This is an optimization exercise on Yosys and OpenROAD, whose aim is small area and a short achievable clock period, not a production implementation. In this exercise RTL edits were held to simulation tests only and were not proved equivalent to the original.

===== flow/config.mk =====
export PLATFORM = sky130hd
export DESIGN_NAME = dct_row_top
export DESIGN_NICKNAME = dct_row_top
export VERILOG_FILES = /design/flow/design.v
export SDC_FILE = /design/flow/constraint.sdc
export NUM_CORES = 4
export LEC_CHECK = 0
export CAP_MARGIN = 20
export CORE_MARGIN = 2
export CORE_UTILIZATION = 40
export SLEW_MARGIN = 20

===== flow/constraint.sdc =====
create_clock -name core_clock -period 6.0 [get_ports {clk_i}]
set_input_delay 1.2000 -clock core_clock [delete_from_list [all_inputs] [get_ports {clk_i}]]
set_output_delay 1.2000 -clock core_clock [all_outputs]
set_load 0.01 [all_outputs]

===== flow/design.v =====
`default_nettype none
package dct_pkg;
  localparam int PX_WIDTH         = 8;
  localparam int ROW_LEN          = 8;
  localparam int HALF_LEN         = ROW_LEN / 2;
  localparam int IDX_WIDTH        = 3;
  localparam int OPND_WIDTH       = PX_WIDTH + 2;   
  localparam int COEF_FRACT_WIDTH = 10;
  localparam int COEF_WIDTH       = 12;
  localparam int PROD_WIDTH       = 22;
  localparam int ACC_WIDTH        = 24;
  localparam int OUT_WIDTH        = 12;
  localparam int MAC_LATENCY      = 3;
  typedef logic        [PX_WIDTH - 1 : 0]   px_t;
  typedef logic signed [OPND_WIDTH - 1 : 0] opnd_t;
  typedef logic signed [COEF_WIDTH - 1 : 0] coef_t;
  typedef logic signed [PROD_WIDTH - 1 : 0] prod_t;
  typedef logic signed [ACC_WIDTH - 1 : 0]  acc_t;
  typedef logic signed [OUT_WIDTH - 1 : 0]  out_t;
  localparam acc_t ROUND_BIAS = acc_t'( 1 << ( COEF_FRACT_WIDTH - 1 ) );
  localparam logic [ROW_LEN * HALF_LEN * COEF_WIDTH - 1 : 0] COEF_FLAT = {
    12'he0a, 12'h1aa, 12'hee4, 12'h064,
    12'hf3c, 12'h1d9, 12'he27, 12'h0c4,
    12'h1aa, 12'h064, 12'he0a, 12'h11c,
    12'h16a, 12'he96, 12'he96, 12'h16a,
    12'hee4, 12'he0a, 12'hf9c, 12'h1aa,
    12'he27, 12'hf3c, 12'h0c4, 12'h1d9,
    12'h064, 12'h11c, 12'h1aa, 12'h1f6,
    12'h16a, 12'h16a, 12'h16a, 12'h16a
  };
  function automatic logic signed [COEF_WIDTH - 1 : 0] coef_at(input logic [IDX_WIDTH - 1 : 0] k,
                                                               input integer i);
    coef_at = $signed( COEF_FLAT[( k * HALF_LEN + i ) * COEF_WIDTH +: COEF_WIDTH] );
  endfunction
endpackage
`default_nettype wire
`timescale 1ns/1ps
`default_nettype none
module dct_row_buffer (
  input  logic                                      clk_i,
  input  logic                                      rst_i,
  input  logic                                      px_valid_i,
  input  dct_pkg::px_t                              px_data_i,
  output logic                                      row_valid_o,
  output dct_pkg::px_t [dct_pkg::ROW_LEN - 1 : 0]   row_px_o
);
dct_pkg::px_t [dct_pkg::ROW_LEN - 1 : 0] half_q [2];
logic [dct_pkg::IDX_WIDTH - 1 : 0]       px_cnt;
logic                                    fill_sel;    
logic                                    row_done;
assign row_done = px_valid_i && ( &px_cnt );
always_ff @( posedge clk_i, posedge rst_i )
  if( rst_i )
    px_cnt <= '0;
  else
    if( px_valid_i )
      px_cnt <= px_cnt + 1'b1;
always_ff @( posedge clk_i, posedge rst_i )
  if( rst_i )
    fill_sel <= 1'b0;
  else
    if( row_done )
      fill_sel <= !fill_sel;
always_ff @( posedge clk_i, posedge rst_i )
  if( rst_i )
    row_valid_o <= 1'b0;
  else
    row_valid_o <= row_done;
always_ff @( posedge clk_i )
  if( px_valid_i )
    half_q[fill_sel][px_cnt] <= px_data_i;
assign row_px_o = half_q[!fill_sel];
endmodule
`default_nettype wire
`timescale 1ns/1ps
`default_nettype none
module dct_butterfly_seq (
  input  logic                                        clk_i,
  input  logic                                        rst_i,
  input  logic                                        row_valid_i,
  input  dct_pkg::px_t  [dct_pkg::ROW_LEN - 1 : 0]    row_px_i,
  output logic                                        opnd_valid_o,
  output dct_pkg::opnd_t [dct_pkg::HALF_LEN - 1 : 0]  opnd_o,
  output dct_pkg::coef_t [dct_pkg::HALF_LEN - 1 : 0]  coef_o,
  output logic [dct_pkg::IDX_WIDTH - 1 : 0]           opnd_index_o
);
dct_pkg::opnd_t                    sum_q  [dct_pkg::HALF_LEN];
dct_pkg::opnd_t                    diff_q [dct_pkg::HALF_LEN];
logic [dct_pkg::IDX_WIDTH - 1 : 0] idx_cnt;
logic                              busy;
always_ff @( posedge clk_i )
  if( row_valid_i )
    for( int i = 0; i < dct_pkg::HALF_LEN; i++ )
      begin
        sum_q[i]  <= $signed( { 2'b00, row_px_i[i] } ) +
                     $signed( { 2'b00, row_px_i[dct_pkg::ROW_LEN - 1 - i] } );
        diff_q[i] <= $signed( { 2'b00, row_px_i[i] } ) -
                     $signed( { 2'b00, row_px_i[dct_pkg::ROW_LEN - 1 - i] } );
      end
always_ff @( posedge clk_i, posedge rst_i )
  if( rst_i )
    begin
      busy    <= 1'b0;
      idx_cnt <= '0;
    end
  else
    if( row_valid_i )
      begin
        busy    <= 1'b1;
        idx_cnt <= '0;
      end
    else
      if( busy )
        begin
          idx_cnt <= idx_cnt + 1'b1;
          if( &idx_cnt )
            busy <= 1'b0;    
        end
always_ff @( posedge clk_i, posedge rst_i )
  if( rst_i )
    begin
      opnd_valid_o <= 1'b0;
      opnd_index_o <= '0;
    end
  else
    begin
      opnd_valid_o <= busy;
      if( busy )
        opnd_index_o <= idx_cnt;
    end
always_ff @( posedge clk_i )
  if( busy )
    for( int i = 0; i < dct_pkg::HALF_LEN; i++ )
      begin
        opnd_o[i] <= idx_cnt[0] ? diff_q[i] : sum_q[i];
        coef_o[i] <= dct_pkg::coef_at( idx_cnt, i );
      end
endmodule
`default_nettype wire
`timescale 1ns/1ps
`default_nettype none
module dct_mac (
  input  logic                                        clk_i,
  input  logic                                        rst_i,
  input  logic                                        opnd_valid_i,
  input  dct_pkg::opnd_t [dct_pkg::HALF_LEN - 1 : 0]  opnd_i,
  input  dct_pkg::coef_t [dct_pkg::HALF_LEN - 1 : 0]  coef_i,
  input  logic [dct_pkg::IDX_WIDTH - 1 : 0]           opnd_index_i,
  output logic                                        coef_valid_o,
  output dct_pkg::out_t                               coef_data_o,
  output logic [dct_pkg::IDX_WIDTH - 1 : 0]           coef_index_o
);
dct_pkg::prod_t                         prod_q [dct_pkg::HALF_LEN];
dct_pkg::acc_t                          pair_q [2];
dct_pkg::acc_t                          acc_sum;
logic [dct_pkg::MAC_LATENCY - 1 : 0]    valid_d;
logic [dct_pkg::MAC_LATENCY - 1 : 0][dct_pkg::IDX_WIDTH - 1 : 0] index_d;
always_ff @( posedge clk_i )
  for( int i = 0; i < dct_pkg::HALF_LEN; i++ )
    prod_q[i] <= dct_pkg::prod_t'( $signed( opnd_i[i] ) ) *
                 dct_pkg::prod_t'( $signed( coef_i[i] ) );
always_ff @( posedge clk_i )
  for( int j = 0; j < 2; j++ )
    pair_q[j] <= dct_pkg::acc_t'( prod_q[2 * j] ) + dct_pkg::acc_t'( prod_q[2 * j + 1] );
assign acc_sum = pair_q[0] + pair_q[1] + dct_pkg::ROUND_BIAS;
always_ff @( posedge clk_i )
  coef_data_o <= acc_sum[dct_pkg::COEF_FRACT_WIDTH +: dct_pkg::OUT_WIDTH];
always_ff @( posedge clk_i, posedge rst_i )
  if( rst_i )
    begin
      valid_d <= '0;
      index_d <= '0;
    end
  else
    begin
      valid_d <= { valid_d[dct_pkg::MAC_LATENCY - 2 : 0], opnd_valid_i };
      index_d <= { index_d[dct_pkg::MAC_LATENCY - 2 : 0], opnd_index_i };
    end
assign coef_valid_o = valid_d[dct_pkg::MAC_LATENCY - 1];
assign coef_index_o = index_d[dct_pkg::MAC_LATENCY - 1];
endmodule
`default_nettype wire
`timescale 1ns/1ps
`default_nettype none
module dct_row_top (
  input  logic                              clk_i,
  input  logic                              rst_i,
  input  logic                              px_valid_i,
  input  dct_pkg::px_t                      px_data_i,
  output logic                              coef_valid_o,
  output dct_pkg::out_t                     coef_data_o,
  output logic [dct_pkg::IDX_WIDTH - 1 : 0] coef_index_o
);
logic                                        row_valid;
dct_pkg::px_t   [dct_pkg::ROW_LEN - 1 : 0]   row_px;
logic                                        opnd_valid;
dct_pkg::opnd_t [dct_pkg::HALF_LEN - 1 : 0]  opnd;
dct_pkg::coef_t [dct_pkg::HALF_LEN - 1 : 0]  coef;
logic [dct_pkg::IDX_WIDTH - 1 : 0]           opnd_index;
dct_row_buffer i_row_buffer (
  .clk_i        ( clk_i        ),
  .rst_i        ( rst_i        ),
  .px_valid_i   ( px_valid_i   ),
  .px_data_i    ( px_data_i    ),
  .row_valid_o  ( row_valid    ),
  .row_px_o     ( row_px       )
);
dct_butterfly_seq i_butterfly_seq (
  .clk_i        ( clk_i        ),
  .rst_i        ( rst_i        ),
  .row_valid_i  ( row_valid    ),
  .row_px_i     ( row_px       ),
  .opnd_valid_o ( opnd_valid   ),
  .opnd_o       ( opnd         ),
  .coef_o       ( coef         ),
  .opnd_index_o ( opnd_index   )
);
dct_mac i_mac (
  .clk_i        ( clk_i        ),
  .rst_i        ( rst_i        ),
  .opnd_valid_i ( opnd_valid   ),
  .opnd_i       ( opnd         ),
  .coef_i       ( coef         ),
  .opnd_index_i ( opnd_index   ),
  .coef_valid_o ( coef_valid_o ),
  .coef_data_o  ( coef_data_o  ),
  .coef_index_o ( coef_index_o )
);
endmodule
`default_nettype wire

===== flow/run.sh =====
#!/bin/bash
# synth_recipe.tcl (not shown) runs the flow's synth.tcl, then flattens the netlist and writes it again
# the make line also repeats each setting of config.mk as NAME=value (left out here)
make -C /OpenROAD-flow-scripts/flow DESIGN_CONFIG=/design/flow/config.mk WORK_HOME=/design/flow/orfs CLKGATE_MAP_FILE= SYNTH_SCRIPT=/design/flow/synth_recipe.tcl finish

==> impl_metrics.json <==
{
  "grt_pass1_wl_um": 127000,
  "cts.sinks": 448,
  "die_area_um2": 96700,
  "grt_overflow": 0,
  "holdCritStartpoint": "i_mac.index_d[2]$_DFF_PP0_",
  "dr_total_vias": 23600,
  "clk_pin_slew_worst_paths_ps": 60,
  "ys_top_cells_by_area": "edfxtp_1 22%, fa_1 21%, ha_1 13%",
  "critPathCapture": "i_mac.prod_q[0][20]$_DFF_P_",
  "synthArstFlopShare_pct": 5.58,
  "rows": 112,
  "critPathLaunch": "i_butterfly_seq.coef_o[3]$_DFFE_PP_",
  "ff2ff_path_depth": 19,
  "maxSlewViolCount": 0,
  "cts-root-buf": "clkbuf_16",
  "grt_max_degree": 73,
  "cp-end-kind": "flip-flop",
  "ys_seq_area_share_pct": 31.5,
  "synth-seq-cells": 448,
  "final_layout_size_suffix_gt1_share_pct": 5.46,
  "final_cell_mix": "652 x inv_1, 391 x ha_1, 390 x fa_1",
  "relSlewSlack_pct": 38.3,
  "outcome": "no timing/DRC/antenna violations",
  "max_freq_mhz": 179,
  "grt_pass1_vias": 23900,
  "cp_slowest_cell": "edfxtp_1",
  "cts.path.max_buffers": 3,
  "post_drt_wl_per_cell_um": 15.7,
  "ant_nets": 0,
  "drt-initial-drc-count": 1099,
  "crit_type": "flip-flop to flip-flop",
  "grt_usage_pct": 16.2,
  "r2r_start": "i_butterfly_seq.coef_o[3]$_DFFE_PP_",
  "critical_path.most_common_cell": "fa_1",
  "critical_path.max_stage_delay_ps": 570,
  "ctsResizeCount": 0,
  "rr_endpoint": "i_mac.prod_q[0][20]$_DFF_P_",
  "setup_viol": 0,
  "globalplace.congestion": 0.856,
  "numCtsBuffers": 51,
  "min_period_over_period_pct": 93.2,
  "die_y_um": 311,
  "nets": 4433,
  "via_per_inst": 4.79,
  "fin_skew_ps": 24.4,
  "syn_area_um2": 37700,
  "start_kind": "flip-flop",
  "num_antenna_cells": 0,
  "max_cap_viol_count": 0,
  "drt_wl_total_um": 77600,
  "grt_setup_unrepaired": "no",
  "syn_nets": 4442,
  "syn-instance-count": 3650,
  "area_growth_pct": 9.08,
  "yosysTopAreaCellShare_pct": 22.2,
  "synth.distinct_cells": 70,
  "yosysWarnings": 7,
  "synth-edff-count": 279,
  "drc_errors": 0,
  "clock_latency_ps": 610,
  "rrSetupSlack_ps": 410,
  "worst_pin_slew_ps": 918,
  "arrival_ps": 6110,
  "antenna_found_initial": 0,
  "cts_tree": "done",
  "dr.pass1.iters": 5,
  "ys.flop_type": "edfxtp_1",
  "tns_ps": 0,
  "hp-class": "flip-flop to flip-flop",
  "yosysTopAreaCell": "edfxtp_1",
  "post-route-min-period_ps": 5590,
  "crit_chain": "and2_1, fa_1, inv_1, fa_1, inv_1, fa_1, fa_1, inv_1, fa_1, inv_1, ha_1, or3_1, o311a_1, o41ai_1, buf_4, o2111ai_1, a31o_2, a21oi_1, xnor2_1",
  "core_area_um2": 93300,
  "numPortBuffers": 26,
  "dp_hpwl_um": 61900,
  "htreeDepth": 2,
  "die_w_um": 311,
  "cp.required_ps": 6520,
  "layout_commonest_cell": "inv_1",
  "ioPinCount": 27,
  "avgSynthCellArea_um2": 10.3,
  "crit_fanout": 10,
  "initial_core_util_pct": 40.4,
  "hold_viol": 0
}
## critical path: cells and delay by family, from the launching register on
kind	cells	cell delay (ps)
flops	1	570
fa+ha+maj	6	2630
buf+inv	5	370
simple gates	2	620
compound gates	5	1180
xor+xnor	1	130
## cell type report
class | instances | area (um^2)
sequential | 448 | 11900
clock inverter | 25 | 320
timing repair buffer | 59 | 508
fill | 8880 | 52200
clock buffer | 70 | 1460
inverter | 654 | 2450
multi-input combinational | 2427 | 22900
tap | 1254 | 1570
## kinds of logic after synthesis
group | share of synthesized area, %
compound gates | 8.06
xor+xnor | 4.51
fa+ha+maj | 33.7
buf+inv | 7.75
flops | 31.5
mux | 3.07
simple gates | 11.4
## stage by stage
stage	hold slack, ps	util [%]	setup slack, ps	instances	area, um^2
2_1_floorplan	331	-	575	3650	37700
3_3_place_gp	332	42.1	428	4840	39300
3_5_place_dp	335	42.1	319	4840	39300
4_1_cts	349	44.0	282	4935	41100
5_1_grt	359	44.1	44.6	4937	41100
6_report	346	44.1	407	4937	41100
## sequential cells by signal (all words and copies together) (netlist names)
name / count
i_row_buffer.fill_sel: 1
i_mac.prod_q: 88
i_butterfly_seq.sum_q: 35
i_mac.pair_q: 44
i_row_buffer.px_cnt: 3
i_butterfly_seq.opnd_o: 40
i_butterfly_seq.coef_o: 43
i_butterfly_seq.busy: 1
i_mac.index_d: 9
i_butterfly_seq.opnd_index_o: 3
i_row_buffer.half_q: 128
i_mac.valid_d: 3
i_row_buffer.row_valid_o: 1
i_mac.coef_data_o: 12
i_butterfly_seq.idx_cnt: 3
i_butterfly_seq.diff_q: 33
i_butterfly_seq.opnd_valid_o: 1
## timing repair
action | 4_1_cts | 5_1_grt
hold buffers | 0 | 0
endpoints found under the setup margin | 0 | 1
buffers inserted | 0 | 2
## how the worst min path moves through the flow
stage / endpoint / depth (start not counted) / slack (ps)
3_5_place_dp: i_mac.index_d[5]$_DFF_PP0_ / 0 / 330
4_1_cts: i_mac.index_d[5]$_DFF_PP0_ / 0 / 350
6_report: i_mac.index_d[5]$_DFF_PP0_ / 0 / 350
3_3_place_gp: i_mac.index_d[4]$_DFF_PP0_ / 0 / 330
2_1_floorplan: i_mac.index_d[3]$_DFF_PP0_ / 0 / 330
5_1_grt: i_mac.index_d[8]$_DFF_PP0_ / 0 / 360
## cell usage after synthesis (43+ instances only)
library cell  number
o21bai_1          43
a21oi_1          153
fa_1             390
mux2i_1           47
mux2_2            61
ha_1             391
edfxtp_1         279
nand2_1          311
and2_1           259
clkbuf_1         114
inv_1            652
dfxtp_1          144
a21o_1            51
o21ai_0           88
nor2_1           139
xor2_1            51
xnor2_1          143
## routing by layer
metal	vias up	wire length (um)	GRT usage, %
met3	80	2750	1.99
met1	11400	37500	22.9
met4	0	1390	3.60
li1	11800	-	-
met5	-	0	0
met2	416	36000	26.6

what the ideal ports hide:
The flow's constraints put no driver on any port. The routed layout listed below was extracted and timed again, unchanged, in two steps. Step 1, drivers: a clkbuf_16 drives clk_i and a buf_2 each remaining input, both assumed. Step 2 also shifts input and output timing later by t, the mid clock arrival at the registers, as if the neighbouring blocks saw the same clock. Three values: ideal ports, drivers, drivers and shift; two values: the first two.
t (ns): 0.661
setup WS [ns]: 0.407 / 0.407 / 0.407
hold WS [ns]: 0.346 / 0.346 / 0.346
slew at the worst register clock pin (ns): 0.07 / 0.07
worst slew at a driven data input, ns: 0.04
After both steps setup and hold are still met in this run. The setup slack of this run moves by 0.000 ns with the drivers and by 0.000 ns with both steps.
